Source: an optimization exercise on an open RTL-to-GDS flow (aim: small area, a short achievable clock period and few clock cycles per item). Production flows keep margins and buffers that such runs may drop. Function was checked by simulation only, so behaviour that the tests miss may differ from the original.

==> design/flow/design.v <==
`default_nettype none
package fc_pkg;
    localparam int BYTE_W    = 8;
    localparam int WORD_W    = 32;
    localparam int IN_COUNT  = 8;
    localparam int OUT_COUNT = 4;
    localparam int ACC_W     = 20;
    localparam int FEATURE_W = IN_COUNT * BYTE_W;
    localparam int FRAME_WORDS = (FEATURE_W + OUT_COUNT * FEATURE_W
                                  + OUT_COUNT * BYTE_W) / WORD_W;
    localparam int STEP_W = 4;
    typedef enum logic {
        LOAD_RECEIVE,
        LOAD_COMPUTE
    } loader_state_t;
    typedef enum logic [1:0] {
        LANE_IDLE,
        LANE_ACCUMULATE,
        LANE_BIAS_ADD,
        LANE_DONE
    } lane_state_t;
endpackage
`default_nettype wire
`default_nettype none
module fc_dot4_cs (
    input  wire [47:0] bd,    
    input  wire [31:0] w,
    output wire [18:0] s,
    output wire [18:0] c
);
wire x1;
wire x2;
wire x3;
wire x4;
wire x5;
wire x6;
wire x7;
wire x8;
wire x9;
wire nx10;
wire x11;
wire x12;
wire x13;
wire x14;
wire x15;
wire x16;
wire x17;
wire x18;
wire x19;
wire nx20;
wire x21;
wire x22;
wire x23;
wire x24;
wire x25;
wire x26;
wire x27;
wire x28;
wire x29;
wire nx30;
wire x31;
wire x32;
wire x33;
wire x34;
wire x35;
wire x36;
wire x37;
wire x38;
wire x39;
wire nx40;
wire x41;
wire x42;
wire x43;
wire x44;
wire x45;
wire x46;
wire x47;
wire x48;
wire x49;
wire nx50;
wire x51;
wire x52;
wire x53;
wire x54;
wire x55;
wire x56;
wire x57;
wire x58;
wire x59;
wire nx60;
wire x61;
wire x62;
wire x63;
wire x64;
wire x65;
wire x66;
wire x67;
wire x68;
wire x69;
wire nx70;
wire x71;
wire x72;
wire x73;
wire x74;
wire x75;
wire x76;
wire x77;
wire x78;
wire x79;
wire nx80;
wire x81;
wire x82;
wire x83;
wire x84;
wire x85;
wire x86;
wire x87;
wire x88;
wire x89;
wire nx90;
wire x91;
wire x92;
wire x93;
wire x94;
wire x95;
wire x96;
wire x97;
wire x98;
wire x99;
wire nx100;
wire x101;
wire x102;
wire x103;
wire x104;
wire x105;
wire x106;
wire x107;
wire x108;
wire x109;
wire nx110;
wire x111;
wire x112;
wire x113;
wire x114;
wire x115;
wire x116;
wire x117;
wire x118;
wire x119;
wire nx120;
wire x121;
wire x122;
wire x123;
wire x124;
wire x125;
wire x126;
wire x127;
wire x128;
wire x129;
wire nx130;
wire x131;
wire x132;
wire x133;
wire x134;
wire x135;
wire x136;
wire x137;
wire x138;
wire x139;
wire nx140;
wire x141;
wire x142;
wire x143;
wire x144;
wire x145;
wire x146;
wire x147;
wire x148;
wire x149;
wire nx150;
wire x151;
wire x152;
wire x153;
wire x154;
wire x155;
wire x156;
wire x157;
wire x158;
wire x159;
wire nx160;
wire s161;
wire c162;
wire s163;
wire c164;
wire s165;
wire c166;
wire s167;
wire c168;
wire s169;
wire c170;
wire s171;
wire c172;
wire s173;
wire c174;
wire s175;
wire c176;
wire s177;
wire c178;
wire s179;
wire c180;
wire s181;
wire c182;
wire s183;
wire c184;
wire s185;
wire c186;
wire s187;
wire c188;
wire s189;
wire c190;
wire s191;
wire c192;
wire s193;
wire c194;
wire s195;
wire c196;
wire s197;
wire c198;
wire s199;
wire c200;
wire s201;
wire c202;
wire s203;
wire c204;
wire s205;
wire c206;
wire s207;
wire c208;
wire s209;
wire c210;
wire s211;
wire c212;
wire s213;
wire c214;
wire s215;
wire c216;
wire s217;
wire c218;
wire s219;
wire c220;
wire s221;
wire c222;
wire s223;
wire c224;
wire s225;
wire c226;
wire s227;
wire c228;
wire s229;
wire c230;
wire s231;
wire c232;
wire s233;
wire c234;
wire s235;
wire c236;
wire s237;
wire c238;
wire s239;
wire c240;
wire s241;
wire c242;
wire s243;
wire c244;
wire s245;
wire c246;
wire s247;
wire c248;
wire s249;
wire c250;
wire s251;
wire c252;
wire s253;
wire c254;
wire s255;
wire c256;
wire s257;
wire c258;
wire s259;
wire c260;
wire s261;
wire c262;
wire s263;
wire c264;
wire s265;
wire c266;
wire s267;
wire c268;
wire s269;
wire c270;
wire s271;
wire c272;
wire s273;
wire c274;
wire s275;
wire c276;
wire s277;
wire c278;
wire s279;
wire c280;
wire s281;
wire c282;
wire s283;
wire c284;
wire s285;
wire c286;
wire s287;
wire c288;
wire s289;
wire c290;
wire s291;
wire c292;
wire s293;
wire c294;
wire s295;
wire c296;
wire s297;
wire c298;
wire s299;
wire c300;
wire s301;
wire c302;
wire s303;
wire c304;
wire s305;
wire c306;
wire s307;
wire c308;
wire s309;
wire c310;
wire s311;
wire c312;
wire s313;
wire c314;
wire s315;
wire c316;
wire s317;
wire c318;
wire s319;
wire c320;
wire s321;
wire c322;
wire s323;
wire c324;
wire s325;
wire c326;
wire s327;
wire c328;
wire s329;
wire c330;
wire s331;
wire c332;
wire s333;
wire c334;
wire s335;
wire c336;
wire s337;
wire c338;
wire s339;
wire c340;
wire s341;
wire c342;
wire s343;
wire c344;
wire s345;
wire c346;
wire s347;
wire c348;
wire s349;
wire c350;
wire s351;
wire c352;
wire s353;
wire c354;
wire s355;
wire c356;
wire s357;
wire c358;
wire s359;
wire c360;
wire s361;
wire c362;
wire s363;
wire c364;
wire s365;
wire c366;
wire s367;
wire c368;
wire s369;
wire c370;
wire s371;
wire c372;
wire s373;
wire c374;
wire s375;
wire c376;
wire s377;
wire c378;
wire s379;
wire c380;
wire s381;
wire c382;
wire s383;
wire c384;
wire s385;
wire c386;
wire s387;
wire c388;
wire s389;
wire c390;
wire s391;
wire c392;
wire s393;
wire c394;
wire s395;
wire c396;
wire s397;
wire c398;
wire s399;
wire c400;
wire s401;
wire c402;
wire s403;
wire c404;
wire s405;
wire c406;
wire s407;
wire c408;
wire s409;
wire c410;
wire s411;
wire c412;
wire s413;
wire c414;
wire s415;
wire c416;
wire s417;
wire c418;
wire s419;
wire c420;
wire s421;
wire c422;
wire s423;
wire c424;
wire s425;
wire c426;
wire s427;
wire c428;
wire s429;
wire c430;
wire s431;
wire c432;
wire s433;
wire c434;
wire s435;
wire c436;
wire s437;
wire c438;
wire s439;
wire c440;
wire s441;
wire c442;
wire s443;
wire c444;
wire s445;
wire c446;
wire s447;
wire c448;
wire s449;
wire c450;
wire s451;
wire c452;
wire s453;
wire c454;
wire s455;
wire c456;
assign x1 = ((bd[0] & w[0]) | (bd[1] & 1'b0)) ^ bd[2];
assign x2 = ((bd[0] & w[1]) | (bd[1] & w[0])) ^ bd[2];
assign x3 = ((bd[0] & w[2]) | (bd[1] & w[1])) ^ bd[2];
assign x4 = ((bd[0] & w[3]) | (bd[1] & w[2])) ^ bd[2];
assign x5 = ((bd[0] & w[4]) | (bd[1] & w[3])) ^ bd[2];
assign x6 = ((bd[0] & w[5]) | (bd[1] & w[4])) ^ bd[2];
assign x7 = ((bd[0] & w[6]) | (bd[1] & w[5])) ^ bd[2];
assign x8 = ((bd[0] & w[7]) | (bd[1] & w[6])) ^ bd[2];
assign x9 = ((bd[0] & w[7]) | (bd[1] & w[7])) ^ bd[2];
assign nx10 = ~x9;
assign x11 = ((bd[3] & w[0]) | (bd[4] & 1'b0)) ^ bd[5];
assign x12 = ((bd[3] & w[1]) | (bd[4] & w[0])) ^ bd[5];
assign x13 = ((bd[3] & w[2]) | (bd[4] & w[1])) ^ bd[5];
assign x14 = ((bd[3] & w[3]) | (bd[4] & w[2])) ^ bd[5];
assign x15 = ((bd[3] & w[4]) | (bd[4] & w[3])) ^ bd[5];
assign x16 = ((bd[3] & w[5]) | (bd[4] & w[4])) ^ bd[5];
assign x17 = ((bd[3] & w[6]) | (bd[4] & w[5])) ^ bd[5];
assign x18 = ((bd[3] & w[7]) | (bd[4] & w[6])) ^ bd[5];
assign x19 = ((bd[3] & w[7]) | (bd[4] & w[7])) ^ bd[5];
assign nx20 = ~x19;
assign x21 = ((bd[6] & w[0]) | (bd[7] & 1'b0)) ^ bd[8];
assign x22 = ((bd[6] & w[1]) | (bd[7] & w[0])) ^ bd[8];
assign x23 = ((bd[6] & w[2]) | (bd[7] & w[1])) ^ bd[8];
assign x24 = ((bd[6] & w[3]) | (bd[7] & w[2])) ^ bd[8];
assign x25 = ((bd[6] & w[4]) | (bd[7] & w[3])) ^ bd[8];
assign x26 = ((bd[6] & w[5]) | (bd[7] & w[4])) ^ bd[8];
assign x27 = ((bd[6] & w[6]) | (bd[7] & w[5])) ^ bd[8];
assign x28 = ((bd[6] & w[7]) | (bd[7] & w[6])) ^ bd[8];
assign x29 = ((bd[6] & w[7]) | (bd[7] & w[7])) ^ bd[8];
assign nx30 = ~x29;
assign x31 = ((bd[9] & w[0]) | (bd[10] & 1'b0)) ^ bd[11];
assign x32 = ((bd[9] & w[1]) | (bd[10] & w[0])) ^ bd[11];
assign x33 = ((bd[9] & w[2]) | (bd[10] & w[1])) ^ bd[11];
assign x34 = ((bd[9] & w[3]) | (bd[10] & w[2])) ^ bd[11];
assign x35 = ((bd[9] & w[4]) | (bd[10] & w[3])) ^ bd[11];
assign x36 = ((bd[9] & w[5]) | (bd[10] & w[4])) ^ bd[11];
assign x37 = ((bd[9] & w[6]) | (bd[10] & w[5])) ^ bd[11];
assign x38 = ((bd[9] & w[7]) | (bd[10] & w[6])) ^ bd[11];
assign x39 = ((bd[9] & w[7]) | (bd[10] & w[7])) ^ bd[11];
assign nx40 = ~x39;
assign x41 = ((bd[12] & w[8]) | (bd[13] & 1'b0)) ^ bd[14];
assign x42 = ((bd[12] & w[9]) | (bd[13] & w[8])) ^ bd[14];
assign x43 = ((bd[12] & w[10]) | (bd[13] & w[9])) ^ bd[14];
assign x44 = ((bd[12] & w[11]) | (bd[13] & w[10])) ^ bd[14];
assign x45 = ((bd[12] & w[12]) | (bd[13] & w[11])) ^ bd[14];
assign x46 = ((bd[12] & w[13]) | (bd[13] & w[12])) ^ bd[14];
assign x47 = ((bd[12] & w[14]) | (bd[13] & w[13])) ^ bd[14];
assign x48 = ((bd[12] & w[15]) | (bd[13] & w[14])) ^ bd[14];
assign x49 = ((bd[12] & w[15]) | (bd[13] & w[15])) ^ bd[14];
assign nx50 = ~x49;
assign x51 = ((bd[15] & w[8]) | (bd[16] & 1'b0)) ^ bd[17];
assign x52 = ((bd[15] & w[9]) | (bd[16] & w[8])) ^ bd[17];
assign x53 = ((bd[15] & w[10]) | (bd[16] & w[9])) ^ bd[17];
assign x54 = ((bd[15] & w[11]) | (bd[16] & w[10])) ^ bd[17];
assign x55 = ((bd[15] & w[12]) | (bd[16] & w[11])) ^ bd[17];
assign x56 = ((bd[15] & w[13]) | (bd[16] & w[12])) ^ bd[17];
assign x57 = ((bd[15] & w[14]) | (bd[16] & w[13])) ^ bd[17];
assign x58 = ((bd[15] & w[15]) | (bd[16] & w[14])) ^ bd[17];
assign x59 = ((bd[15] & w[15]) | (bd[16] & w[15])) ^ bd[17];
assign nx60 = ~x59;
assign x61 = ((bd[18] & w[8]) | (bd[19] & 1'b0)) ^ bd[20];
assign x62 = ((bd[18] & w[9]) | (bd[19] & w[8])) ^ bd[20];
assign x63 = ((bd[18] & w[10]) | (bd[19] & w[9])) ^ bd[20];
assign x64 = ((bd[18] & w[11]) | (bd[19] & w[10])) ^ bd[20];
assign x65 = ((bd[18] & w[12]) | (bd[19] & w[11])) ^ bd[20];
assign x66 = ((bd[18] & w[13]) | (bd[19] & w[12])) ^ bd[20];
assign x67 = ((bd[18] & w[14]) | (bd[19] & w[13])) ^ bd[20];
assign x68 = ((bd[18] & w[15]) | (bd[19] & w[14])) ^ bd[20];
assign x69 = ((bd[18] & w[15]) | (bd[19] & w[15])) ^ bd[20];
assign nx70 = ~x69;
assign x71 = ((bd[21] & w[8]) | (bd[22] & 1'b0)) ^ bd[23];
assign x72 = ((bd[21] & w[9]) | (bd[22] & w[8])) ^ bd[23];
assign x73 = ((bd[21] & w[10]) | (bd[22] & w[9])) ^ bd[23];
assign x74 = ((bd[21] & w[11]) | (bd[22] & w[10])) ^ bd[23];
assign x75 = ((bd[21] & w[12]) | (bd[22] & w[11])) ^ bd[23];
assign x76 = ((bd[21] & w[13]) | (bd[22] & w[12])) ^ bd[23];
assign x77 = ((bd[21] & w[14]) | (bd[22] & w[13])) ^ bd[23];
assign x78 = ((bd[21] & w[15]) | (bd[22] & w[14])) ^ bd[23];
assign x79 = ((bd[21] & w[15]) | (bd[22] & w[15])) ^ bd[23];
assign nx80 = ~x79;
assign x81 = ((bd[24] & w[16]) | (bd[25] & 1'b0)) ^ bd[26];
assign x82 = ((bd[24] & w[17]) | (bd[25] & w[16])) ^ bd[26];
assign x83 = ((bd[24] & w[18]) | (bd[25] & w[17])) ^ bd[26];
assign x84 = ((bd[24] & w[19]) | (bd[25] & w[18])) ^ bd[26];
assign x85 = ((bd[24] & w[20]) | (bd[25] & w[19])) ^ bd[26];
assign x86 = ((bd[24] & w[21]) | (bd[25] & w[20])) ^ bd[26];
assign x87 = ((bd[24] & w[22]) | (bd[25] & w[21])) ^ bd[26];
assign x88 = ((bd[24] & w[23]) | (bd[25] & w[22])) ^ bd[26];
assign x89 = ((bd[24] & w[23]) | (bd[25] & w[23])) ^ bd[26];
assign nx90 = ~x89;
assign x91 = ((bd[27] & w[16]) | (bd[28] & 1'b0)) ^ bd[29];
assign x92 = ((bd[27] & w[17]) | (bd[28] & w[16])) ^ bd[29];
assign x93 = ((bd[27] & w[18]) | (bd[28] & w[17])) ^ bd[29];
assign x94 = ((bd[27] & w[19]) | (bd[28] & w[18])) ^ bd[29];
assign x95 = ((bd[27] & w[20]) | (bd[28] & w[19])) ^ bd[29];
assign x96 = ((bd[27] & w[21]) | (bd[28] & w[20])) ^ bd[29];
assign x97 = ((bd[27] & w[22]) | (bd[28] & w[21])) ^ bd[29];
assign x98 = ((bd[27] & w[23]) | (bd[28] & w[22])) ^ bd[29];
assign x99 = ((bd[27] & w[23]) | (bd[28] & w[23])) ^ bd[29];
assign nx100 = ~x99;
assign x101 = ((bd[30] & w[16]) | (bd[31] & 1'b0)) ^ bd[32];
assign x102 = ((bd[30] & w[17]) | (bd[31] & w[16])) ^ bd[32];
assign x103 = ((bd[30] & w[18]) | (bd[31] & w[17])) ^ bd[32];
assign x104 = ((bd[30] & w[19]) | (bd[31] & w[18])) ^ bd[32];
assign x105 = ((bd[30] & w[20]) | (bd[31] & w[19])) ^ bd[32];
assign x106 = ((bd[30] & w[21]) | (bd[31] & w[20])) ^ bd[32];
assign x107 = ((bd[30] & w[22]) | (bd[31] & w[21])) ^ bd[32];
assign x108 = ((bd[30] & w[23]) | (bd[31] & w[22])) ^ bd[32];
assign x109 = ((bd[30] & w[23]) | (bd[31] & w[23])) ^ bd[32];
assign nx110 = ~x109;
assign x111 = ((bd[33] & w[16]) | (bd[34] & 1'b0)) ^ bd[35];
assign x112 = ((bd[33] & w[17]) | (bd[34] & w[16])) ^ bd[35];
assign x113 = ((bd[33] & w[18]) | (bd[34] & w[17])) ^ bd[35];
assign x114 = ((bd[33] & w[19]) | (bd[34] & w[18])) ^ bd[35];
assign x115 = ((bd[33] & w[20]) | (bd[34] & w[19])) ^ bd[35];
assign x116 = ((bd[33] & w[21]) | (bd[34] & w[20])) ^ bd[35];
assign x117 = ((bd[33] & w[22]) | (bd[34] & w[21])) ^ bd[35];
assign x118 = ((bd[33] & w[23]) | (bd[34] & w[22])) ^ bd[35];
assign x119 = ((bd[33] & w[23]) | (bd[34] & w[23])) ^ bd[35];
assign nx120 = ~x119;
assign x121 = ((bd[36] & w[24]) | (bd[37] & 1'b0)) ^ bd[38];
assign x122 = ((bd[36] & w[25]) | (bd[37] & w[24])) ^ bd[38];
assign x123 = ((bd[36] & w[26]) | (bd[37] & w[25])) ^ bd[38];
assign x124 = ((bd[36] & w[27]) | (bd[37] & w[26])) ^ bd[38];
assign x125 = ((bd[36] & w[28]) | (bd[37] & w[27])) ^ bd[38];
assign x126 = ((bd[36] & w[29]) | (bd[37] & w[28])) ^ bd[38];
assign x127 = ((bd[36] & w[30]) | (bd[37] & w[29])) ^ bd[38];
assign x128 = ((bd[36] & w[31]) | (bd[37] & w[30])) ^ bd[38];
assign x129 = ((bd[36] & w[31]) | (bd[37] & w[31])) ^ bd[38];
assign nx130 = ~x129;
assign x131 = ((bd[39] & w[24]) | (bd[40] & 1'b0)) ^ bd[41];
assign x132 = ((bd[39] & w[25]) | (bd[40] & w[24])) ^ bd[41];
assign x133 = ((bd[39] & w[26]) | (bd[40] & w[25])) ^ bd[41];
assign x134 = ((bd[39] & w[27]) | (bd[40] & w[26])) ^ bd[41];
assign x135 = ((bd[39] & w[28]) | (bd[40] & w[27])) ^ bd[41];
assign x136 = ((bd[39] & w[29]) | (bd[40] & w[28])) ^ bd[41];
assign x137 = ((bd[39] & w[30]) | (bd[40] & w[29])) ^ bd[41];
assign x138 = ((bd[39] & w[31]) | (bd[40] & w[30])) ^ bd[41];
assign x139 = ((bd[39] & w[31]) | (bd[40] & w[31])) ^ bd[41];
assign nx140 = ~x139;
assign x141 = ((bd[42] & w[24]) | (bd[43] & 1'b0)) ^ bd[44];
assign x142 = ((bd[42] & w[25]) | (bd[43] & w[24])) ^ bd[44];
assign x143 = ((bd[42] & w[26]) | (bd[43] & w[25])) ^ bd[44];
assign x144 = ((bd[42] & w[27]) | (bd[43] & w[26])) ^ bd[44];
assign x145 = ((bd[42] & w[28]) | (bd[43] & w[27])) ^ bd[44];
assign x146 = ((bd[42] & w[29]) | (bd[43] & w[28])) ^ bd[44];
assign x147 = ((bd[42] & w[30]) | (bd[43] & w[29])) ^ bd[44];
assign x148 = ((bd[42] & w[31]) | (bd[43] & w[30])) ^ bd[44];
assign x149 = ((bd[42] & w[31]) | (bd[43] & w[31])) ^ bd[44];
assign nx150 = ~x149;
assign x151 = ((bd[45] & w[24]) | (bd[46] & 1'b0)) ^ bd[47];
assign x152 = ((bd[45] & w[25]) | (bd[46] & w[24])) ^ bd[47];
assign x153 = ((bd[45] & w[26]) | (bd[46] & w[25])) ^ bd[47];
assign x154 = ((bd[45] & w[27]) | (bd[46] & w[26])) ^ bd[47];
assign x155 = ((bd[45] & w[28]) | (bd[46] & w[27])) ^ bd[47];
assign x156 = ((bd[45] & w[29]) | (bd[46] & w[28])) ^ bd[47];
assign x157 = ((bd[45] & w[30]) | (bd[46] & w[29])) ^ bd[47];
assign x158 = ((bd[45] & w[31]) | (bd[46] & w[30])) ^ bd[47];
assign x159 = ((bd[45] & w[31]) | (bd[46] & w[31])) ^ bd[47];
assign nx160 = ~x159;
assign s161 = x7 ^ x15;
assign c162 = x7 & x15;
assign s163 = x5 ^ x13 ^ x21;
assign c164 = (x5 ^ x13) ? x21 : x5;
assign s165 = bd[8] ^ x45;
assign c166 = bd[8] & x45;
assign s167 = x6 ^ x14;
assign c168 = x6 & x14;
assign s169 = x23 ^ x31 ^ bd[11];
assign c170 = (x23 ^ x31) ? bd[11] : x23;
assign s171 = x47 ^ x55 ^ x63;
assign c172 = (x47 ^ x55) ? x63 : x47;
assign s173 = x71 ^ bd[23] ^ x87;
assign c174 = (x71 ^ bd[23]) ? x87 : x71;
assign s175 = x95 ^ x103;
assign c176 = x95 & x103;
assign s177 = x8 ^ x16 ^ x24;
assign c178 = (x8 ^ x16) ? x24 : x8;
assign s179 = x32 ^ x48 ^ x56;
assign c180 = (x32 ^ x48) ? x56 : x32;
assign s181 = x64 ^ x72 ^ x88;
assign c182 = (x64 ^ x72) ? x88 : x64;
assign s183 = x96 ^ x104 ^ x112;
assign c184 = (x96 ^ x104) ? x112 : x96;
assign s185 = nx10 ^ x17 ^ x25;
assign c186 = (nx10 ^ x17) ? x25 : nx10;
assign s187 = x33 ^ nx50 ^ x57;
assign c188 = (x33 ^ nx50) ? x57 : x33;
assign s189 = x65 ^ x73 ^ nx90;
assign c190 = (x65 ^ x73) ? nx90 : x65;
assign s191 = x97 ^ x105;
assign c192 = x97 & x105;
assign s193 = x18 ^ x26 ^ x34;
assign c194 = (x18 ^ x26) ? x34 : x18;
assign s195 = x58 ^ x66;
assign c196 = x58 & x66;
assign s197 = nx20 ^ x27 ^ x35;
assign c198 = (nx20 ^ x27) ? x35 : nx20;
assign s199 = x3 ^ x11 ^ bd[5];
assign c200 = (x3 ^ x11) ? bd[5] : x3;
assign s201 = x43 ^ x51;
assign c202 = x43 & x51;
assign s203 = x4 ^ x12;
assign c204 = x4 & x12;
assign s205 = x53 ^ x61 ^ bd[20];
assign c206 = (x53 ^ x61) ? bd[20] : x53;
assign s207 = x85 ^ x93 ^ x101;
assign c208 = (x85 ^ x93) ? x101 : x85;
assign s209 = bd[32] ^ x125;
assign c210 = bd[32] & x125;
assign s211 = x22 ^ x46 ^ x54;
assign c212 = (x22 ^ x46) ? x54 : x22;
assign s213 = x62 ^ x86 ^ x94;
assign c214 = (x62 ^ x86) ? x94 : x62;
assign s215 = x102 ^ x126 ^ x134;
assign c216 = (x102 ^ x126) ? x134 : x102;
assign s217 = x142 ^ s167;
assign c218 = x142 & s167;
assign s219 = x111 ^ bd[35] ^ x127;
assign c220 = (x111 ^ bd[35]) ? x127 : x111;
assign s221 = x135 ^ x143 ^ x151;
assign c222 = (x135 ^ x143) ? x151 : x135;
assign s223 = bd[47] ^ s161 ^ s169;
assign c224 = (bd[47] ^ s161) ? s169 : bd[47];
assign s225 = s171 ^ s173 ^ s175;
assign c226 = (s171 ^ s173) ? s175 : s171;
assign s227 = x128 ^ x136 ^ x144;
assign c228 = (x128 ^ x136) ? x144 : x128;
assign s229 = x152 ^ c162 ^ s177;
assign c230 = (x152 ^ c162) ? s177 : x152;
assign s231 = s179 ^ s181 ^ s183;
assign c232 = (s179 ^ s181) ? s183 : s179;
assign s233 = c170 ^ c172 ^ c174;
assign c234 = (c170 ^ c172) ? c174 : c170;
assign s235 = x113 ^ nx130 ^ x137;
assign c236 = (x113 ^ nx130) ? x137 : x113;
assign s237 = x145 ^ x153 ^ s185;
assign c238 = (x145 ^ x153) ? s185 : x145;
assign s239 = s187 ^ s189 ^ s191;
assign c240 = (s187 ^ s189) ? s191 : s187;
assign s241 = c178 ^ c180 ^ c182;
assign c242 = (c178 ^ c180) ? c182 : c178;
assign s243 = x74 ^ x98 ^ x106;
assign c244 = (x74 ^ x98) ? x106 : x74;
assign s245 = x114 ^ x138 ^ x146;
assign c246 = (x114 ^ x138) ? x146 : x114;
assign s247 = x154 ^ s193 ^ s195;
assign c248 = (x154 ^ s193) ? s195 : x154;
assign s249 = c186 ^ c188 ^ c190;
assign c250 = (c186 ^ c188) ? c190 : c186;
assign s251 = nx60 ^ x67 ^ x75;
assign c252 = (nx60 ^ x67) ? x75 : nx60;
assign s253 = nx100 ^ x107 ^ x115;
assign c254 = (nx100 ^ x107) ? x115 : nx100;
assign s255 = nx140 ^ x147 ^ x155;
assign c256 = (nx140 ^ x147) ? x155 : nx140;
assign s257 = s197 ^ c194 ^ c196;
assign c258 = (s197 ^ c194) ? c196 : s197;
assign s259 = x28 ^ x36 ^ x68;
assign c260 = (x28 ^ x36) ? x68 : x28;
assign s261 = x76 ^ x108 ^ x116;
assign c262 = (x76 ^ x108) ? x116 : x76;
assign s263 = x148 ^ x156;
assign c264 = x148 & x156;
assign s265 = nx30 ^ x37 ^ nx70;
assign c266 = (nx30 ^ x37) ? nx70 : nx30;
assign s267 = x1 ^ bd[2] ^ x41;
assign c268 = (x1 ^ bd[2]) ? x41 : x1;
assign s269 = bd[17] ^ x83 ^ x91;
assign c270 = (bd[17] ^ x83) ? x91 : bd[17];
assign s271 = bd[29] ^ x123;
assign c272 = bd[29] & x123;
assign s273 = x44 ^ x52 ^ x84;
assign c274 = (x44 ^ x52) ? x84 : x44;
assign s275 = x92 ^ x124 ^ x132;
assign c276 = (x92 ^ x124) ? x132 : x92;
assign s277 = s203 ^ c200;
assign c278 = s203 & c200;
assign s279 = x133 ^ x141 ^ bd[44];
assign c280 = (x133 ^ x141) ? bd[44] : x133;
assign s281 = s163 ^ s165 ^ s205;
assign c282 = (s163 ^ s165) ? s205 : s163;
assign s283 = s207 ^ s209 ^ c204;
assign c284 = (s207 ^ s209) ? c204 : s207;
assign s285 = c164 ^ c166 ^ s211;
assign c286 = (c164 ^ c166) ? s211 : c164;
assign s287 = s213 ^ s215 ^ s217;
assign c288 = (s213 ^ s215) ? s217 : s213;
assign s289 = c206 ^ c208 ^ c210;
assign c290 = (c206 ^ c208) ? c210 : c206;
assign s291 = c168 ^ s219 ^ s221;
assign c292 = (c168 ^ s219) ? s221 : c168;
assign s293 = s223 ^ s225 ^ c212;
assign c294 = (s223 ^ s225) ? c212 : s223;
assign s295 = c214 ^ c216 ^ c218;
assign c296 = (c214 ^ c216) ? c218 : c214;
assign s297 = c176 ^ s227 ^ s229;
assign c298 = (c176 ^ s227) ? s229 : c176;
assign s299 = s231 ^ s233 ^ c220;
assign c300 = (s231 ^ s233) ? c220 : s231;
assign s301 = c222 ^ c224 ^ c226;
assign c302 = (c222 ^ c224) ? c226 : c222;
assign s303 = c184 ^ s235 ^ s237;
assign c304 = (c184 ^ s235) ? s237 : c184;
assign s305 = s239 ^ s241 ^ c228;
assign c306 = (s239 ^ s241) ? c228 : s239;
assign s307 = c230 ^ c232 ^ c234;
assign c308 = (c230 ^ c232) ? c234 : c230;
assign s309 = c192 ^ s243 ^ s245;
assign c310 = (c192 ^ s243) ? s245 : c192;
assign s311 = s247 ^ s249 ^ c236;
assign c312 = (s247 ^ s249) ? c236 : s247;
assign s313 = c238 ^ c240 ^ c242;
assign c314 = (c238 ^ c240) ? c242 : c238;
assign s315 = s251 ^ s253 ^ s255;
assign c316 = (s251 ^ s253) ? s255 : s251;
assign s317 = s257 ^ c244 ^ c246;
assign c318 = (s257 ^ c244) ? c246 : s257;
assign s319 = c248 ^ c250 ^ 1'b1;
assign c320 = (c248 ^ c250) ? 1'b1 : c248;
assign s321 = c198 ^ s259 ^ s261;
assign c322 = (c198 ^ s259) ? s261 : c198;
assign s323 = s263 ^ c252 ^ c254;
assign c324 = (s263 ^ c252) ? c254 : s263;
assign s325 = c256 ^ c258 ^ 1'b1;
assign c326 = (c256 ^ c258) ? 1'b1 : c256;
assign s327 = x77 ^ nx110 ^ x117;
assign c328 = (x77 ^ nx110) ? x117 : x77;
assign s329 = nx150 ^ x157 ^ s265;
assign c330 = (nx150 ^ x157) ? s265 : nx150;
assign s331 = c260 ^ c262 ^ c264;
assign c332 = (c260 ^ c262) ? c264 : c260;
assign s333 = x38 ^ x78 ^ x118;
assign c334 = (x38 ^ x78) ? x118 : x38;
assign s335 = x158 ^ c266;
assign c336 = x158 & c266;
assign s337 = bd[14] ^ x81 ^ bd[26];
assign c338 = (bd[14] ^ x81) ? bd[26] : bd[14];
assign s339 = x2 ^ x42 ^ x82;
assign c340 = (x2 ^ x42) ? x82 : x2;
assign s341 = x131 ^ bd[41] ^ s199;
assign c342 = (x131 ^ bd[41]) ? s199 : x131;
assign s343 = s201 ^ s269;
assign c344 = s201 & s269;
assign s345 = c202 ^ s273 ^ s275;
assign c346 = (c202 ^ s273) ? s275 : c202;
assign s347 = s277 ^ c270 ^ c272;
assign c348 = (s277 ^ c270) ? c272 : s277;
assign s349 = s279 ^ s281 ^ s283;
assign c350 = (s279 ^ s281) ? s283 : s279;
assign s351 = c274 ^ c276 ^ c278;
assign c352 = (c274 ^ c276) ? c278 : c274;
assign s353 = s285 ^ s287 ^ s289;
assign c354 = (s285 ^ s287) ? s289 : s285;
assign s355 = c280 ^ c282 ^ c284;
assign c356 = (c280 ^ c282) ? c284 : c280;
assign s357 = s291 ^ s293 ^ s295;
assign c358 = (s291 ^ s293) ? s295 : s291;
assign s359 = c286 ^ c288 ^ c290;
assign c360 = (c286 ^ c288) ? c290 : c286;
assign s361 = s297 ^ s299 ^ s301;
assign c362 = (s297 ^ s299) ? s301 : s297;
assign s363 = c292 ^ c294 ^ c296;
assign c364 = (c292 ^ c294) ? c296 : c292;
assign s365 = s303 ^ s305 ^ s307;
assign c366 = (s303 ^ s305) ? s307 : s303;
assign s367 = c298 ^ c300 ^ c302;
assign c368 = (c298 ^ c300) ? c302 : c298;
assign s369 = s309 ^ s311 ^ s313;
assign c370 = (s309 ^ s311) ? s313 : s309;
assign s371 = c304 ^ c306 ^ c308;
assign c372 = (c304 ^ c306) ? c308 : c304;
assign s373 = s315 ^ s317 ^ s319;
assign c374 = (s315 ^ s317) ? s319 : s315;
assign s375 = c310 ^ c312 ^ c314;
assign c376 = (c310 ^ c312) ? c314 : c310;
assign s377 = s321 ^ s323 ^ s325;
assign c378 = (s321 ^ s323) ? s325 : s321;
assign s379 = c316 ^ c318 ^ c320;
assign c380 = (c316 ^ c318) ? c320 : c316;
assign s381 = s327 ^ s329 ^ s331;
assign c382 = (s327 ^ s329) ? s331 : s327;
assign s383 = c322 ^ c324 ^ c326;
assign c384 = (c322 ^ c324) ? c326 : c322;
assign s385 = s333 ^ s335 ^ c328;
assign c386 = (s333 ^ s335) ? c328 : s333;
assign s387 = c330 ^ c332 ^ 1'b1;
assign c388 = (c330 ^ c332) ? 1'b1 : c330;
assign s389 = nx40 ^ nx80 ^ nx120;
assign c390 = (nx40 ^ nx80) ? nx120 : nx40;
assign s391 = nx160 ^ c334 ^ c336;
assign c392 = (nx160 ^ c334) ? c336 : nx160;
assign s393 = x121 ^ bd[38];
assign c394 = x121 & bd[38];
assign s395 = x122 ^ c268 ^ s339;
assign c396 = (x122 ^ c268) ? s339 : x122;
assign s397 = s271 ^ s341 ^ s343;
assign c398 = (s271 ^ s341) ? s343 : s271;
assign s399 = s345 ^ s347 ^ c342;
assign c400 = (s345 ^ s347) ? c342 : s345;
assign s401 = s349 ^ s351 ^ c346;
assign c402 = (s349 ^ s351) ? c346 : s349;
assign s403 = s353 ^ s355 ^ c350;
assign c404 = (s353 ^ s355) ? c350 : s353;
assign s405 = s357 ^ s359 ^ c354;
assign c406 = (s357 ^ s359) ? c354 : s357;
assign s407 = s361 ^ s363 ^ c358;
assign c408 = (s361 ^ s363) ? c358 : s361;
assign s409 = s365 ^ s367 ^ c362;
assign c410 = (s365 ^ s367) ? c362 : s365;
assign s411 = s369 ^ s371 ^ c366;
assign c412 = (s369 ^ s371) ? c366 : s369;
assign s413 = s373 ^ s375 ^ c370;
assign c414 = (s373 ^ s375) ? c370 : s373;
assign s415 = s377 ^ s379 ^ c374;
assign c416 = (s377 ^ s379) ? c374 : s377;
assign s417 = s381 ^ s383 ^ c378;
assign c418 = (s381 ^ s383) ? c378 : s381;
assign s419 = s385 ^ s387 ^ c382;
assign c420 = (s385 ^ s387) ? c382 : s385;
assign s421 = s389 ^ s391 ^ c386;
assign c422 = (s389 ^ s391) ? c386 : s389;
assign s423 = c390 ^ c392;
assign c424 = c390 & c392;
assign s425 = s267 ^ s337;
assign c426 = s267 & s337;
assign s427 = c338 ^ s395 ^ c394;
assign c428 = (c338 ^ s395) ? c394 : c338;
assign s429 = c340 ^ s397 ^ c396;
assign c430 = (c340 ^ s397) ? c396 : c340;
assign s431 = c344 ^ s399 ^ c398;
assign c432 = (c344 ^ s399) ? c398 : c344;
assign s433 = c348 ^ s401 ^ c400;
assign c434 = (c348 ^ s401) ? c400 : c348;
assign s435 = c352 ^ s403 ^ c402;
assign c436 = (c352 ^ s403) ? c402 : c352;
assign s437 = c356 ^ s405 ^ c404;
assign c438 = (c356 ^ s405) ? c404 : c356;
assign s439 = c360 ^ s407 ^ c406;
assign c440 = (c360 ^ s407) ? c406 : c360;
assign s441 = c364 ^ s409 ^ c408;
assign c442 = (c364 ^ s409) ? c408 : c364;
assign s443 = c368 ^ s411 ^ c410;
assign c444 = (c368 ^ s411) ? c410 : c368;
assign s445 = c372 ^ s413 ^ c412;
assign c446 = (c372 ^ s413) ? c412 : c372;
assign s447 = c376 ^ s415 ^ c414;
assign c448 = (c376 ^ s415) ? c414 : c376;
assign s449 = c380 ^ s417 ^ c416;
assign c450 = (c380 ^ s417) ? c416 : c380;
assign s451 = c384 ^ s419 ^ c418;
assign c452 = (c384 ^ s419) ? c418 : c384;
assign s453 = c388 ^ s421 ^ c420;
assign c454 = (c388 ^ s421) ? c420 : c388;
assign s455 = s423 ^ c422 ^ 1'b1;
assign c456 = (s423 ^ c422) ? 1'b1 : s423;
assign s = {1'b1, 1'b1, c424, s455, s453, s451, s449, s447, s445, s443, s441, s439, s437, s435, s433, s431, s429, s427, s393};
assign c = {1'b0, 1'b0, c456, c454, c452, c450, c448, c446, c444, c442, c440, c438, c436, c434, c432, c430, c428, c426, s425};
endmodule
`default_nettype wire
`default_nettype none
module fc_add4 (
    input  wire [18:0] x,
    input  wire [18:0] s,
    input  wire [18:0] c,
    input  wire [18:0] b,
    output wire [18:0] y
);
wire l1_t0;
wire l1_s0;
wire l1_c0;
wire l1_t1;
wire l1_s1;
wire l1_c1;
wire l1_t2;
wire l1_s2;
wire l1_c2;
wire l1_t3;
wire l1_s3;
wire l1_c3;
wire l1_t4;
wire l1_s4;
wire l1_c4;
wire l1_t5;
wire l1_s5;
wire l1_c5;
wire l1_t6;
wire l1_s6;
wire l1_c6;
wire l1_t7;
wire l1_s7;
wire l1_c7;
wire l1_t8;
wire l1_s8;
wire l1_c8;
wire l1_t9;
wire l1_s9;
wire l1_c9;
wire l1_t10;
wire l1_s10;
wire l1_c10;
wire l1_t11;
wire l1_s11;
wire l1_c11;
wire l1_t12;
wire l1_s12;
wire l1_c12;
wire l1_t13;
wire l1_s13;
wire l1_c13;
wire l1_t14;
wire l1_s14;
wire l1_c14;
wire l1_t15;
wire l1_s15;
wire l1_c15;
wire l1_t16;
wire l1_s16;
wire l1_c16;
wire l1_t17;
wire l1_s17;
wire l1_c17;
wire l1_t18;
wire l1_s18;
wire l1_c18;
wire l2_t0;
wire l2_s0;
wire l2_c0;
wire l2_t1;
wire l2_s1;
wire l2_c1;
wire l2_t2;
wire l2_s2;
wire l2_c2;
wire l2_t3;
wire l2_s3;
wire l2_c3;
wire l2_t4;
wire l2_s4;
wire l2_c4;
wire l2_t5;
wire l2_s5;
wire l2_c5;
wire l2_t6;
wire l2_s6;
wire l2_c6;
wire l2_t7;
wire l2_s7;
wire l2_c7;
wire l2_t8;
wire l2_s8;
wire l2_c8;
wire l2_t9;
wire l2_s9;
wire l2_c9;
wire l2_t10;
wire l2_s10;
wire l2_c10;
wire l2_t11;
wire l2_s11;
wire l2_c11;
wire l2_t12;
wire l2_s12;
wire l2_c12;
wire l2_t13;
wire l2_s13;
wire l2_c13;
wire l2_t14;
wire l2_s14;
wire l2_c14;
wire l2_t15;
wire l2_s15;
wire l2_c15;
wire l2_t16;
wire l2_s16;
wire l2_c16;
wire l2_t17;
wire l2_s17;
wire l2_c17;
wire l2_t18;
wire l2_s18;
wire l2_c18;
assign l1_t0 = s[0] ^ c[0];
assign l1_s0 = l1_t0 ^ x[0];
assign l1_c0 = l1_t0 ? x[0] : s[0];
assign l1_t1 = s[1] ^ c[1];
assign l1_s1 = l1_t1 ^ x[1];
assign l1_c1 = l1_t1 ? x[1] : s[1];
assign l1_t2 = s[2] ^ c[2];
assign l1_s2 = l1_t2 ^ x[2];
assign l1_c2 = l1_t2 ? x[2] : s[2];
assign l1_t3 = s[3] ^ c[3];
assign l1_s3 = l1_t3 ^ x[3];
assign l1_c3 = l1_t3 ? x[3] : s[3];
assign l1_t4 = s[4] ^ c[4];
assign l1_s4 = l1_t4 ^ x[4];
assign l1_c4 = l1_t4 ? x[4] : s[4];
assign l1_t5 = s[5] ^ c[5];
assign l1_s5 = l1_t5 ^ x[5];
assign l1_c5 = l1_t5 ? x[5] : s[5];
assign l1_t6 = s[6] ^ c[6];
assign l1_s6 = l1_t6 ^ x[6];
assign l1_c6 = l1_t6 ? x[6] : s[6];
assign l1_t7 = s[7] ^ c[7];
assign l1_s7 = l1_t7 ^ x[7];
assign l1_c7 = l1_t7 ? x[7] : s[7];
assign l1_t8 = s[8] ^ c[8];
assign l1_s8 = l1_t8 ^ x[8];
assign l1_c8 = l1_t8 ? x[8] : s[8];
assign l1_t9 = s[9] ^ c[9];
assign l1_s9 = l1_t9 ^ x[9];
assign l1_c9 = l1_t9 ? x[9] : s[9];
assign l1_t10 = s[10] ^ c[10];
assign l1_s10 = l1_t10 ^ x[10];
assign l1_c10 = l1_t10 ? x[10] : s[10];
assign l1_t11 = s[11] ^ c[11];
assign l1_s11 = l1_t11 ^ x[11];
assign l1_c11 = l1_t11 ? x[11] : s[11];
assign l1_t12 = s[12] ^ c[12];
assign l1_s12 = l1_t12 ^ x[12];
assign l1_c12 = l1_t12 ? x[12] : s[12];
assign l1_t13 = s[13] ^ c[13];
assign l1_s13 = l1_t13 ^ x[13];
assign l1_c13 = l1_t13 ? x[13] : s[13];
assign l1_t14 = s[14] ^ c[14];
assign l1_s14 = l1_t14 ^ x[14];
assign l1_c14 = l1_t14 ? x[14] : s[14];
assign l1_t15 = s[15] ^ c[15];
assign l1_s15 = l1_t15 ^ x[15];
assign l1_c15 = l1_t15 ? x[15] : s[15];
assign l1_t16 = s[16] ^ c[16];
assign l1_s16 = l1_t16 ^ x[16];
assign l1_c16 = l1_t16 ? x[16] : s[16];
assign l1_t17 = s[17] ^ c[17];
assign l1_s17 = l1_t17 ^ x[17];
assign l1_c17 = l1_t17 ? x[17] : s[17];
assign l1_t18 = s[18] ^ c[18];
assign l1_s18 = l1_t18 ^ x[18];
assign l1_c18 = l1_t18 ? x[18] : s[18];
assign l2_t0 = l1_s0 ^ 1'b0;
assign l2_s0 = l2_t0 ^ b[0];
assign l2_c0 = l2_t0 ? b[0] : l1_s0;
assign l2_t1 = l1_s1 ^ l1_c0;
assign l2_s1 = l2_t1 ^ b[1];
assign l2_c1 = l2_t1 ? b[1] : l1_s1;
assign l2_t2 = l1_s2 ^ l1_c1;
assign l2_s2 = l2_t2 ^ b[2];
assign l2_c2 = l2_t2 ? b[2] : l1_s2;
assign l2_t3 = l1_s3 ^ l1_c2;
assign l2_s3 = l2_t3 ^ b[3];
assign l2_c3 = l2_t3 ? b[3] : l1_s3;
assign l2_t4 = l1_s4 ^ l1_c3;
assign l2_s4 = l2_t4 ^ b[4];
assign l2_c4 = l2_t4 ? b[4] : l1_s4;
assign l2_t5 = l1_s5 ^ l1_c4;
assign l2_s5 = l2_t5 ^ b[5];
assign l2_c5 = l2_t5 ? b[5] : l1_s5;
assign l2_t6 = l1_s6 ^ l1_c5;
assign l2_s6 = l2_t6 ^ b[6];
assign l2_c6 = l2_t6 ? b[6] : l1_s6;
assign l2_t7 = l1_s7 ^ l1_c6;
assign l2_s7 = l2_t7 ^ b[7];
assign l2_c7 = l2_t7 ? b[7] : l1_s7;
assign l2_t8 = l1_s8 ^ l1_c7;
assign l2_s8 = l2_t8 ^ b[8];
assign l2_c8 = l2_t8 ? b[8] : l1_s8;
assign l2_t9 = l1_s9 ^ l1_c8;
assign l2_s9 = l2_t9 ^ b[9];
assign l2_c9 = l2_t9 ? b[9] : l1_s9;
assign l2_t10 = l1_s10 ^ l1_c9;
assign l2_s10 = l2_t10 ^ b[10];
assign l2_c10 = l2_t10 ? b[10] : l1_s10;
assign l2_t11 = l1_s11 ^ l1_c10;
assign l2_s11 = l2_t11 ^ b[11];
assign l2_c11 = l2_t11 ? b[11] : l1_s11;
assign l2_t12 = l1_s12 ^ l1_c11;
assign l2_s12 = l2_t12 ^ b[12];
assign l2_c12 = l2_t12 ? b[12] : l1_s12;
assign l2_t13 = l1_s13 ^ l1_c12;
assign l2_s13 = l2_t13 ^ b[13];
assign l2_c13 = l2_t13 ? b[13] : l1_s13;
assign l2_t14 = l1_s14 ^ l1_c13;
assign l2_s14 = l2_t14 ^ b[14];
assign l2_c14 = l2_t14 ? b[14] : l1_s14;
assign l2_t15 = l1_s15 ^ l1_c14;
assign l2_s15 = l2_t15 ^ b[15];
assign l2_c15 = l2_t15 ? b[15] : l1_s15;
assign l2_t16 = l1_s16 ^ l1_c15;
assign l2_s16 = l2_t16 ^ b[16];
assign l2_c16 = l2_t16 ? b[16] : l1_s16;
assign l2_t17 = l1_s17 ^ l1_c16;
assign l2_s17 = l2_t17 ^ b[17];
assign l2_c17 = l2_t17 ? b[17] : l1_s17;
assign l2_t18 = l1_s18 ^ l1_c17;
assign l2_s18 = l2_t18 ^ b[18];
assign l2_c18 = l2_t18 ? b[18] : l1_s18;
assign y = {l2_s18, l2_s17, l2_s16, l2_s15, l2_s14, l2_s13, l2_s12, l2_s11, l2_s10, l2_s9, l2_s8, l2_s7, l2_s6, l2_s5, l2_s4, l2_s3, l2_s2, l2_s1, l2_s0} + {l2_c17, l2_c16, l2_c15, l2_c14, l2_c13, l2_c12, l2_c11, l2_c10, l2_c9, l2_c8, l2_c7, l2_c6, l2_c5, l2_c4, l2_c3, l2_c2, l2_c1, l2_c0, 1'b0};
endmodule
`default_nettype wire
`timescale 1ns/1ns
`default_nettype none
import fc_pkg::*;
module fc_layer_top (
    input  wire logic              clk,
    input  wire logic              rstn,
    input  wire logic              in_valid,
    input  wire logic [WORD_W-1:0] in_data,
    output logic                   out_valid,
    output logic      [WORD_W-1:0] out_data
);
    localparam int SW = 19;
    function automatic logic [7:0] quant(input logic [SW-1:0] x);
        if ((x[SW-1:15] == '0) || (x[SW-1:15] == '1)) quant = x[15:8];
        else quant = x[SW-1] ? 8'h80 : 8'h7F;
    endfunction
    logic        vq;
    logic [31:0] dq;
    logic [3:0]  cnt;       
    logic [3:0]  nidx;      
    logic        ldq, wtq, finq;
    assign nidx = !vq ? cnt : (cnt == 4'd10) ? 4'd0 : cnt + 4'd1;
    always_ff @(posedge clk) dq <= in_valid ? in_data : '0;
    always_ff @(posedge clk or negedge rstn) begin
        if (!rstn) begin
            vq   <= 1'b0;
            cnt  <= '0;
            ldq  <= 1'b0;
            wtq  <= 1'b0;
            finq <= 1'b0;
        end else begin
            vq   <= in_valid;
            cnt  <= nidx;
            ldq  <= in_valid && (nidx < 4'd2);
            wtq  <= in_valid && (nidx >= 4'd2) && (nidx <= 4'd9);
            finq <= in_valid && (nidx == 4'd10);
        end
    end
    logic [31:0] fhi, fhi_d;
    logic [47:0] flo, flo_d;
    always_comb begin
        for (int b = 0; b < 4; b++) begin
            for (int i = 0; i < 4; i++) begin
                logic f2, f1, f0;
                f2 = fhi[8*b+2*i+1];
                f1 = fhi[8*b+2*i];
                f0 = (i == 0) ? 1'b0 : fhi[8*b+2*i-1];
                flo_d[12*b+3*i]   = f1 ^ f0;
                flo_d[12*b+3*i+1] = (f2 & !f1 & !f0) | (!f2 & f1 & f0);
                flo_d[12*b+3*i+2] = f2;
                fhi_d[8*b+2*i+1] = flo[12*b+3*i+2];
                fhi_d[8*b+2*i]   = flo[12*b+3*i] ^ ((i == 0) ? 1'b0 : flo[12*b+3*i-1]);
            end
        end
    end
    always_ff @(posedge clk) begin
        if (ldq || wtq) begin
            flo <= flo_d;
            fhi <= ldq ? dq : fhi_d;
        end
    end
    logic [SW-1:0] s_d, c_d, cs_s, cs_c;
    fc_dot4_cs u_dot (
        .bd (flo),
        .w  (dq),
        .s  (s_d),
        .c  (c_d)
    );
    always_ff @(posedge clk) begin
        cs_s <= s_d;
        cs_c <= c_d;
    end
    logic e_even, e_r0, e_r1, e_r2, e_a3;
    always_ff @(posedge clk or negedge rstn) begin
        if (!rstn) begin
            e_even <= 1'b0;
            e_r0   <= 1'b0;
            e_r1   <= 1'b0;
            e_r2   <= 1'b0;
            e_a3   <= 1'b0;
        end else begin
            e_even <= wtq && !cnt[0];
            e_r0   <= wtq && (cnt == 4'd3);
            e_r1   <= wtq && (cnt == 4'd5);
            e_r2   <= wtq && (cnt == 4'd7);
            e_a3   <= wtq && (cnt == 4'd9);
        end
    end
    logic [SW-1:0] acc, r0, r1, r2;
    logic [SW-1:0] sum;
    logic [7:0]    b3;
    logic [SW-1:0] r0b, r1b, r2b;
    assign b3  = finq ? dq[31:24] : 8'h00;
    fc_add4 u_sum (
        .x (e_even ? '0 : acc),
        .s (cs_s),
        .c (cs_c),
        .b ({{(SW-8){b3[7]}}, b3}),
        .y (sum)
    );
    function automatic logic [SW-1:0] add_bias(input logic [SW-1:0] r, input logic [7:0] b);
        logic [8:0]    lo;
        logic [SW-9:0] h, inc, dec;
        lo = {1'b0, r[7:0]} + {1'b0, b};
        h  = r[SW-1:8];
        for (int i = 0; i < SW - 8; i++) begin
            inc[i] = h[i] ^ ((i == 0) ? 1'b1 : ((h | ~((SW-8)'((1 << i) - 1))) == '1));
            dec[i] = h[i] ^ ((i == 0) ? 1'b1 : ~|(h & ((1 << i) - 1)));
        end
        if (lo[8] && !b[7])      add_bias = {inc, r[7:0]};
        else if (!lo[8] && b[7]) add_bias = {dec, r[7:0]};
        else                     add_bias = r;
    endfunction
    assign r0b = add_bias(r0, dq[7:0]);
    assign r1b = add_bias(r1, dq[15:8]);
    assign r2b = add_bias(r2, dq[23:16]);
    always_ff @(posedge clk) begin
        if (e_even || e_a3 || finq) acc <= sum;
        if (e_r0 || finq) r0 <= e_r0 ? sum : r0b;
        if (e_r1 || finq) r1 <= e_r1 ? sum : r1b;
        if (e_r2 || finq) r2 <= e_r2 ? sum : r2b;
    end
    always_ff @(posedge clk or negedge rstn) begin
        if (!rstn) out_valid <= 1'b0;
        else       out_valid <= finq;
    end
    assign out_data = {quant(acc), quant(r2), quant(r1), quant(r0)};
endmodule
`default_nettype wire
==> design/flow/flow/run.sh <==
#!/bin/bash
# The standard layout (standard.sh, unchanged synthesis and steps), with
# plain buffers instead of delay cells as the port buffers, and timing repair
# aiming for a larger setup margin.
set -euo pipefail
export BUFFER_PORTS_ARGS="-buffer_cell sky130_fd_sc_hd__buf_1"
export SETUP_SLACK_MARGIN=5.4
bash standard.sh > standard.log 2>&1
==> design/flow/standard.sh <==
#!/bin/bash
# synth_recipe.tcl (not shown) runs the flow's synth.tcl, then flattens the netlist and writes it again
# the make line also repeats each setting of config.mk as NAME=value (left out here)
make -C /OpenROAD-flow-scripts/flow DESIGN_CONFIG=/design/flow/config.mk WORK_HOME=/design/flow/orfs CLKGATE_MAP_FILE= SYNTH_SCRIPT=/design/flow/synth_recipe.tcl "${@:-finish}"
==> design/flow/config.mk <==
export PLATFORM = sky130hd
export DESIGN_NAME = fc_layer_top
export DESIGN_NICKNAME = fc_layer_top
export VERILOG_FILES = /design/flow/design.v
export SDC_FILE = /design/flow/constraint.sdc
export NUM_CORES = 4
export LEC_CHECK = 0
export CAP_MARGIN = 20
export CORE_MARGIN = 2
export CORE_UTILIZATION = 55
export CTS_BUF_LIST = sky130_fd_sc_hd__clkbuf_16
export CTS_CLUSTER_DIAMETER = 100
export CTS_CLUSTER_SIZE = 28
export PLACE_DENSITY = 0.6
export SLEW_MARGIN = 20
==> design/flow/constraint.sdc <==
create_clock -name core_clock -period 9.0 [get_ports {clk}]
set_input_delay 1.8000 -clock core_clock [delete_from_list [all_inputs] [get_ports {clk}]]
set_output_delay 1.8000 -clock core_clock [all_outputs]
set_load 0.01 [all_outputs]
==> out/qor.log, run 1 <==
qor: status.status no timing/DRC/antenna violations
qor: clock_tree.number_of_buffers_created_by_cts 15
qor: hold_path.hp-class reg2reg
qor: finish.finish.net_count 2018
qor: setup_path.worst_setup_path_start_kind register
qor: finish.fillCellCount 2880
qor: clock_tree.clock_tree.root_cell sky130_fd_sc_hd__clkbuf_16
qor: floorplanning.std_cell_rows 67
qor: finish.drive_above_1_share 18.2%
qor: finish.fin_util 61.5%
qor: yosys.postSynth.asyncResetShare 5.93%
qor: route.drt_wl_total 48300 um
qor: yosys.netlist_instances 1854
qor: route.detail_route.first_pass.iterations 5
qor: placement.place.port_buffers 67
qor: placement.dp_cells 2258
qor: yosys.synthesis.area_per_instance 9.94 um2
qor: timing.worst_tran_pin_value 0.983 ns
qor: setup_path.cp_num_buf_inv 1
qor: timing.timing_hold_violations_final 0
qor: setup_path.timing.critical_path.slowest_stage_cell sky130_fd_sc_hd__dfxtp_1
qor: clock_tree.worst_setup_hold_path_clk_slew 0.12 ns
qor: yosys.number_of_warning_messages_in_the_yosys_log 1
qor: floorplanning.die_width 187 um
qor: setup_path.critical_path.max_fanout 10
qor: timing.relSlewSlack 34.5%
qor: route.routed_vias 13538
qor: yosys.synthesis.nets 1950
qor: route.route.detailed.drc 0
qor: clock_tree.tritoncts_clock_tree done
qor: placement.post_place_cell_area 18700 um2
qor: route.route.antenna.remaining_nets 0
qor: timing.period_needed 3.76 ns
qor: floorplanning.floorplan.core_area 33300 um2
qor: yosys.distinct_cell_type_count_of_the_synthesized_netlist 72
qor: setup_path.worst_ep_required_time 9.30 ns
qor: flow_run.max-cap-violations 0
qor: clock_tree.sink_count 236
qor: grt.grt_first_pass_wirelength 73300 um
qor: finish.antennaDiodeCount 0
qor: yosys.dominantRegCellSynth sky130_fd_sc_hd__edfxtp_1
qor: setup_path.critical_path_class reg2reg
qor: clock_tree.cts_max_path_buffers 3
qor: grt.via_count_of_the_first_global_routing_pass 12642
qor: grt.grt.overflow.total 0
qor: setup_path.crit_path_end_kind register
qor: timing.max_clock_freq 266 MHz
qor: timing.timing.setup.tns 0 ns
qor: grt.gr-max-usage-layer met2
qor: placement.dp_hpwl 36000 um
qor: timing.report.final.slew_viol_count 0
qor: timing.timing.final.setup_violations 0
qor: placement.gpl.final_weighted_congestion 0.883
qor: clock_tree.clock_insertion_delay_worst_skew 0.53 ns
qor: clock_tree.cts-hold-fix-buffers 0
qor: floorplanning.starting_utilization_of_the_core_area 55.4%
qor: route.initialDrtViolationCount 1039
qor: setup_path.cpPeakStageDelay 0.76 ns
qor: yosys.seq_area_frac_synth 34.5%
qor: floorplanning.die_height 187 um
qor: route.drt-wirelength-per-cell 20.3 um
qor: yosys.synth.ff_latch_count 236
qor: setup_path.path_delay_family compound AO/OA/AOI/OAI gates
qor: timing.finClkSkew 0.0385 ns
qor: clock_tree.htree_num_levels 1
qor: grt.antenna_found_initial 0
qor: finish.finish.cell_count_without_fillers 2379
qor: grt.grt_start_max_net_pins 76
qor: yosys.synth_enable_flop_cells 156
qor: grt.grt_util_all_layers 26.9%
qor: grt.gr-usage-met3 3.71%
qor: floorplanning.number_of_top_level_pins 68
qor: grt.groute.layer.met2.usage 41.4%
qor: finish.design_area 20500 um2
qor: grt.use_met1 39.5%
qor: setup_path.cp_data_arrival_time 4.05 ns
qor: timing.min_period_over_period 41.7%
qor: floorplanning.die_area 35000 um2
qor: setup_path.timing.critical_path.cells and2_1 -> ha_1 -> ha_2 -> inv_2 -> fa_2 -> nor2b_1 -> o21ai_1 -> a21boi_1 -> o21ai_1 -> a21boi_1 -> o21ai_1 -> a21boi_1 -> o21ai_2 -> a21oi_4 -> or3_4 -> o311ai_4 -> mux2_4
qor: timing.grt_setup_unrepaired yes
qor: finish.syn2layout_area_growth 11.0%
qor: route.via_per_inst 5.69
qor: yosys.cell_area_after_synthesis 18400 um2
final timing paths:
check / start / end / slack, ns / cells past startpoint
max reg2reg: dq[24] / r2[17] / 5.24 / 17
max in group asynchronous: rstn / e_even / 7.11 / 1
min in group asynchronous: rstn / out_valid / 1.33 / 1
max: dq[24] / r2[17] / 5.24 / 17
min reg2reg: fhi[24] / flo[36] / 0.46 / 0
min: fhi[24] / flo[36] / 0.46 / 0
metrics by stage:
stage | setup slack (ns) | hold slack [ns]
after floorplan | 5.40 | 0.405
after global placement | 4.87 | 0.434
after detailed placement | 4.80 | 0.436
after CTS | 5.21 | 0.462
after global routing | 5.03 | 0.476
final | 5.24 | 0.460
cells in the mapped netlist, types with 3 or more instances:
master | count | share of area (%)
sky130_fd_sc_hd__or3_1 | 9 | 0.31
sky130_fd_sc_hd__edfxtp_1 | 156 | 25
sky130_fd_sc_hd__a22oi_1 | 103 | 4.2
sky130_fd_sc_hd__a22oi_2 | 5 | 0.34
sky130_fd_sc_hd__a22oi_4 | 5 | 0.58
sky130_fd_sc_hd__mux2i_1 | 12 | 0.65
sky130_fd_sc_hd__xnor2_1 | 356 | 17
sky130_fd_sc_hd__clkbuf_2 | 3 | 0.081
sky130_fd_sc_hd__nand2b_1 | 29 | 0.98
sky130_fd_sc_hd__nor2_1 | 82 | 1.7
sky130_fd_sc_hd__buf_2 | 46 | 1.2
sky130_fd_sc_hd__ha_1 | 60 | 4.1
sky130_fd_sc_hd__a21o_1 | 22 | 0.90
sky130_fd_sc_hd__nand3b_1 | 13 | 0.53
sky130_fd_sc_hd__o21a_1 | 5 | 0.20
sky130_fd_sc_hd__or4_1 | 4 | 0.16
sky130_fd_sc_hd__a21oi_1 | 39 | 1.1
sky130_fd_sc_hd__clkbuf_1 | 41 | 0.83
sky130_fd_sc_hd__buf_4 | 14 | 0.57
sky130_fd_sc_hd__buf_6 | 11 | 0.67
sky130_fd_sc_hd__dfxtp_1 | 66 | 7.2
sky130_fd_sc_hd__maj3_1 | 88 | 4.8
sky130_fd_sc_hd__or2_2 | 6 | 0.20
sky130_fd_sc_hd__and3_1 | 5 | 0.17
sky130_fd_sc_hd__nand4_1 | 3 | 0.10
sky130_fd_sc_hd__inv_1 | 42 | 0.86
sky130_fd_sc_hd__nor3_1 | 12 | 0.33
sky130_fd_sc_hd__a21boi_0 | 4 | 0.16
sky130_fd_sc_hd__nor2b_1 | 20 | 0.68
sky130_fd_sc_hd__xnor3_1 | 3 | 0.37
sky130_fd_sc_hd__xor3_1 | 3 | 0.39
sky130_fd_sc_hd__xor2_1 | 127 | 6.0
sky130_fd_sc_hd__dfrtp_1 | 14 | 1.9
sky130_fd_sc_hd__nand2_1 | 140 | 2.9
sky130_fd_sc_hd__mux2_2 | 43 | 2.6
sky130_fd_sc_hd__xnor2_2 | 15 | 1.3
sky130_fd_sc_hd__nor4_1 | 3 | 0.10
sky130_fd_sc_hd__maj3_2 | 14 | 0.86
sky130_fd_sc_hd__nand3_1 | 11 | 0.30
sky130_fd_sc_hd__o21ai_1 | 7 | 0.19
sky130_fd_sc_hd__and2_1 | 58 | 2.0
sky130_fd_sc_hd__o21ai_0 | 113 | 3.1
worst register-to-register path: stages (launching register included):
cell and delay, ns:
sky130_fd_sc_hd__dfxtp_1 0.76, sky130_fd_sc_hd__and2_1 0.23, sky130_fd_sc_hd__ha_1 0.15, sky130_fd_sc_hd__ha_2 0.18, sky130_fd_sc_hd__inv_2 0.04, sky130_fd_sc_hd__fa_2 0.34
sky130_fd_sc_hd__nor2b_1 0.12, sky130_fd_sc_hd__o21ai_1 0.08, sky130_fd_sc_hd__a21boi_1 0.17, sky130_fd_sc_hd__o21ai_1 0.10, sky130_fd_sc_hd__a21boi_1 0.17, sky130_fd_sc_hd__o21ai_1 0.10
sky130_fd_sc_hd__a21boi_1 0.18, sky130_fd_sc_hd__o21ai_2 0.10, sky130_fd_sc_hd__a21oi_4 0.19, sky130_fd_sc_hd__or3_4 0.17, sky130_fd_sc_hd__o311ai_4 0.14, sky130_fd_sc_hd__mux2_4 0.31
kinds of logic after synthesis:
kind of cell	synth area share, %
fa+ha+maj	9.81
buf+inv	4.38
compound gates	11.8
mux	3.28
flops	34.5
xor+xnor	25.5
simple gates	10.8
routing by layer:
metal  up-vias  part of all wire (%)
li1       6502                     -
met1      6572                    47
met2       403                    44
met3        61                   6.4
met4         0                   2.7
met5         -                     0
layout by cell type, fill, tap and decap left out, types with 27 or more instances in the layout:
cell type and count:
sky130_fd_sc_hd__edfxtp_1 156, sky130_fd_sc_hd__ha_1 58, sky130_fd_sc_hd__o21ai_0 80, sky130_fd_sc_hd__buf_1 44
sky130_fd_sc_hd__a22oi_1 103, sky130_fd_sc_hd__mux2_2 34, sky130_fd_sc_hd__nand2_1 139, sky130_fd_sc_hd__xor2_1 125
sky130_fd_sc_hd__nor2_1 79, sky130_fd_sc_hd__xnor2_1 342, sky130_fd_sc_hd__dfxtp_1 39, sky130_fd_sc_hd__maj3_1 86
sky130_fd_sc_hd__inv_1 45, sky130_fd_sc_hd__o21ai_1 27, sky130_fd_sc_hd__buf_4 96, sky130_fd_sc_hd__and2_1 59
sky130_fd_sc_hd__xnor2_2 28
state kept, by name (all words and copies together), names as in the netlist, 4 cells and up:
signal,count
cnt,4
cs_s,17
acc,19
r0,19
dq,32
r1,19
fhi,32
cs_c,17
flo,48
r2,19
timing repair:
item	in CTS	in global routing
pin swaps	37	40
gates resized for setup	106	83
setup endpoints to repair	73	78
setup buffers	34	61
area by class of cell:
class	count	area, um2	area share, %
sequential	236	6400	31.3
clock buffer	15	375	1.83
inverter	42	158	0.770
timing repair buffer	169	1060	5.19
multi-input combinational	1458	11800	57.6
clock inverter	11	126	0.617
tap	448	561	2.74
Testbench counts, summed over its fixed seeds: cycles 4,992, frames 384.
==> run 2, diff against run 1 <==
==> design/flow/flow/run.sh (replaced) <==
#!/bin/bash
# The standard layout (standard.sh, unchanged synthesis and steps), with
# plain buffers instead of delay cells as the port buffers.
set -euo pipefail
export BUFFER_PORTS_ARGS="-buffer_cell sky130_fd_sc_hd__buf_1"
bash standard.sh > standard.log 2>&1
--- a/design/flow/config.mk
+++ b/design/flow/config.mk
@@ -13,3 +13,4 @@
 export CTS_CLUSTER_SIZE = 28
-export PLACE_DENSITY = 0.6
+export PLACE_DENSITY = 0.5
+export SETUP_SLACK_MARGIN = 5
 export SLEW_MARGIN = 20
==> out/qor.log, run 2 <==
qor: status.status no timing/DRC/antenna violations
qor: yosys.netlist_top_cells_count sky130_fd_sc_hd__xnor2_1 (356), sky130_fd_sc_hd__edfxtp_1 (156), sky130_fd_sc_hd__nand2_1 (140)
qor: placement.gpl.final_weighted_congestion 0.905
qor: yosys.number_of_warning_messages_in_the_yosys_log 1
qor: setup_path.worst_setup_path_start_kind register
qor: timing.max_clock_freq 258 MHz
qor: hold_path.timing.hold.worst_path_depth 0
qor: hold_path.hp-class reg2reg
qor: yosys.dominantRegCellSynth sky130_fd_sc_hd__edfxtp_1
qor: finish.largest-register flo
qor: route.drt-wirelength-per-cell 20.4 um
qor: route.via_per_inst 5.67
qor: timing.grt_setup_unrepaired yes
qor: yosys.synthesis.nets 1950
qor: finish.registers_with_the_highest_flip_flop_counts flo: 48 flops, dq: 32 flops, fhi: 32 flops
qor: finish.layout.cells.most_common_list sky130_fd_sc_hd__xnor2_1 (350), sky130_fd_sc_hd__edfxtp_1 (156), sky130_fd_sc_hd__nand2_1 (140), sky130_fd_sc_hd__xor2_1 (127), sky130_fd_sc_hd__o21ai_0 (104)
qor: flow_run.max-cap-violations 0
qor: yosys.synth_enable_flop_cells 156
qor: finish.syn2layout_area_growth 5.12%
qor: grt.antenna_found_initial 0
qor: floorplanning.floorplan.core_area 33300 um2
qor: route.route.detailed.drc 0
qor: clock_tree.worst_setup_hold_path_clk_slew 0.12 ns
qor: setup_path.crit_path_end_kind register
qor: timing.timing_hold_violations_final 0
qor: clock_tree.cts_max_path_buffers 3
qor: setup_path.cp_data_arrival_time 4.15 ns
qor: timing.worst_tran_pin_value 0.975 ns
qor: yosys.postSynth.asyncResetShare 5.93%
qor: placement.place.port_buffers 67
qor: clock_tree.clock_tree.root_cell sky130_fd_sc_hd__clkbuf_16
qor: setup_path.rr_worst_depth 14
run 2: cell counts after synthesis:
No cell type changed its count.
run 2: logic make-up (layout without fill, tap and decap cells):
family / count (synthesis) / after routing / synth area share [%]
XOR/XNOR: 508 / 508 / 25.5
AND/OR/NAND/NOR: 406 / 406 / 10.8
AO/OA/AOI/OAI: 326 / 326 / 11.8
flip-flops: 236 / 236 / 34.5
adder cells (fa/ha/maj): 163 / 163 / 9.81
buffers and inverters: 160 / 151 / 4.38
multiplexers: 55 / 55 / 3.28
other: 0 / 1 / 0
run 2: stage by stage:
step / hold WS [ns] / setup slack, ns / utilization, % / instances
after floorplan: 0.405 / 5.01 / - / 1854
after global placement: 0.432 / 4.41 / 56.1 / 2260
after detailed placement: 0.435 / 4.23 / 56.1 / 2260
after CTS: 0.458 / 5.00 / 57.7 / 2290
after global routing: 0.479 / 4.95 / 58.2 / 2293
final: 0.456 / 5.12 / 58.2 / 2294
run 2: final cells by class:
class	instances	area, um2	area share (%)
Clock inverter	9	65.1	0.336
Multi-Input combinational cell	1458	11500	59.3
Timing Repair Buffer	87	403	2.08
Sequential cell	236	6370	32.9
Antenna cell	1	2.50	0.0129
Inverter	42	158	0.813
Tap cell	448	561	2.89
Clock buffer	13	325	1.68
run 2: final timing paths:
check                         from       to
max                         e_even   r1[17]
min                        fhi[16]  flo[24]
max reg2reg                 e_even   r1[17]
min reg2reg                fhi[16]  flo[24]
max in group asynchronous     rstn     finq
min in group asynchronous     rstn   e_even
run 2: timing repair:
| item | CTS | global route |
|---|---|---|
| pin swaps | 7 | 13 |
| endpoints found under the setup margin | 52 | 50 |
| setup buffers | 8 | 3 |
| hold buffers | 0 | 0 |
| resized for setup | 27 | 39 |
run 2: layer usage:
layer  global-route usage, %  routed length (um)
met5                       0                   0
met4                    6.56                 988
met3                    5.44                3180
met2                    41.5               20700
met1                    37.1               21900
run 2: worst max-delay path, cell delays in order, from the launching register on:
cell and delay [ns]:
sky130_fd_sc_hd__dfrtp_2 0.44, sky130_fd_sc_hd__buf_4 0.14, sky130_fd_sc_hd__buf_4 0.16, sky130_fd_sc_hd__nand2b_1 0.19, sky130_fd_sc_hd__o21ai_0 0.36, sky130_fd_sc_hd__xnor2_1 0.19, sky130_fd_sc_hd__xnor2_1 0.15, sky130_fd_sc_hd__ha_1 0.36
sky130_fd_sc_hd__nand2_1 0.14, sky130_fd_sc_hd__nand2b_1 0.06, sky130_fd_sc_hd__a21oi_1 0.35, sky130_fd_sc_hd__o21ai_0 0.16, sky130_fd_sc_hd__a211oi_1 0.43, sky130_fd_sc_hd__o311ai_4 0.21, sky130_fd_sc_hd__mux2_4 0.29

-- re-timing with driven ports --
How much do the figures lean on ideal ports? The routed layouts below were timed once more, with nothing changed but the port constraints. Step 1 assumes that a clkbuf_16 drives the clock port and a buf_2 every other input. Step 2 times the ports against the registers' clock, not the clock port: input delays grow and output delays shrink by t, the midpoint of the rising clock arrivals with the driver on. Slacks: ideal / step 1 / step 2; pairs: ideal / step 1.
run | t, ns | setup WS [ns] | latest minus earliest clock arrival (ns)
run 1 | 0.567 | 5.244 / 5.225 / 5.244 | 0.041 / 0.041
run 2 | 0.549 | 5.117 / 5.076 / 5.117 | 0.039 / 0.038
After both steps setup and hold are still met in every run listed.
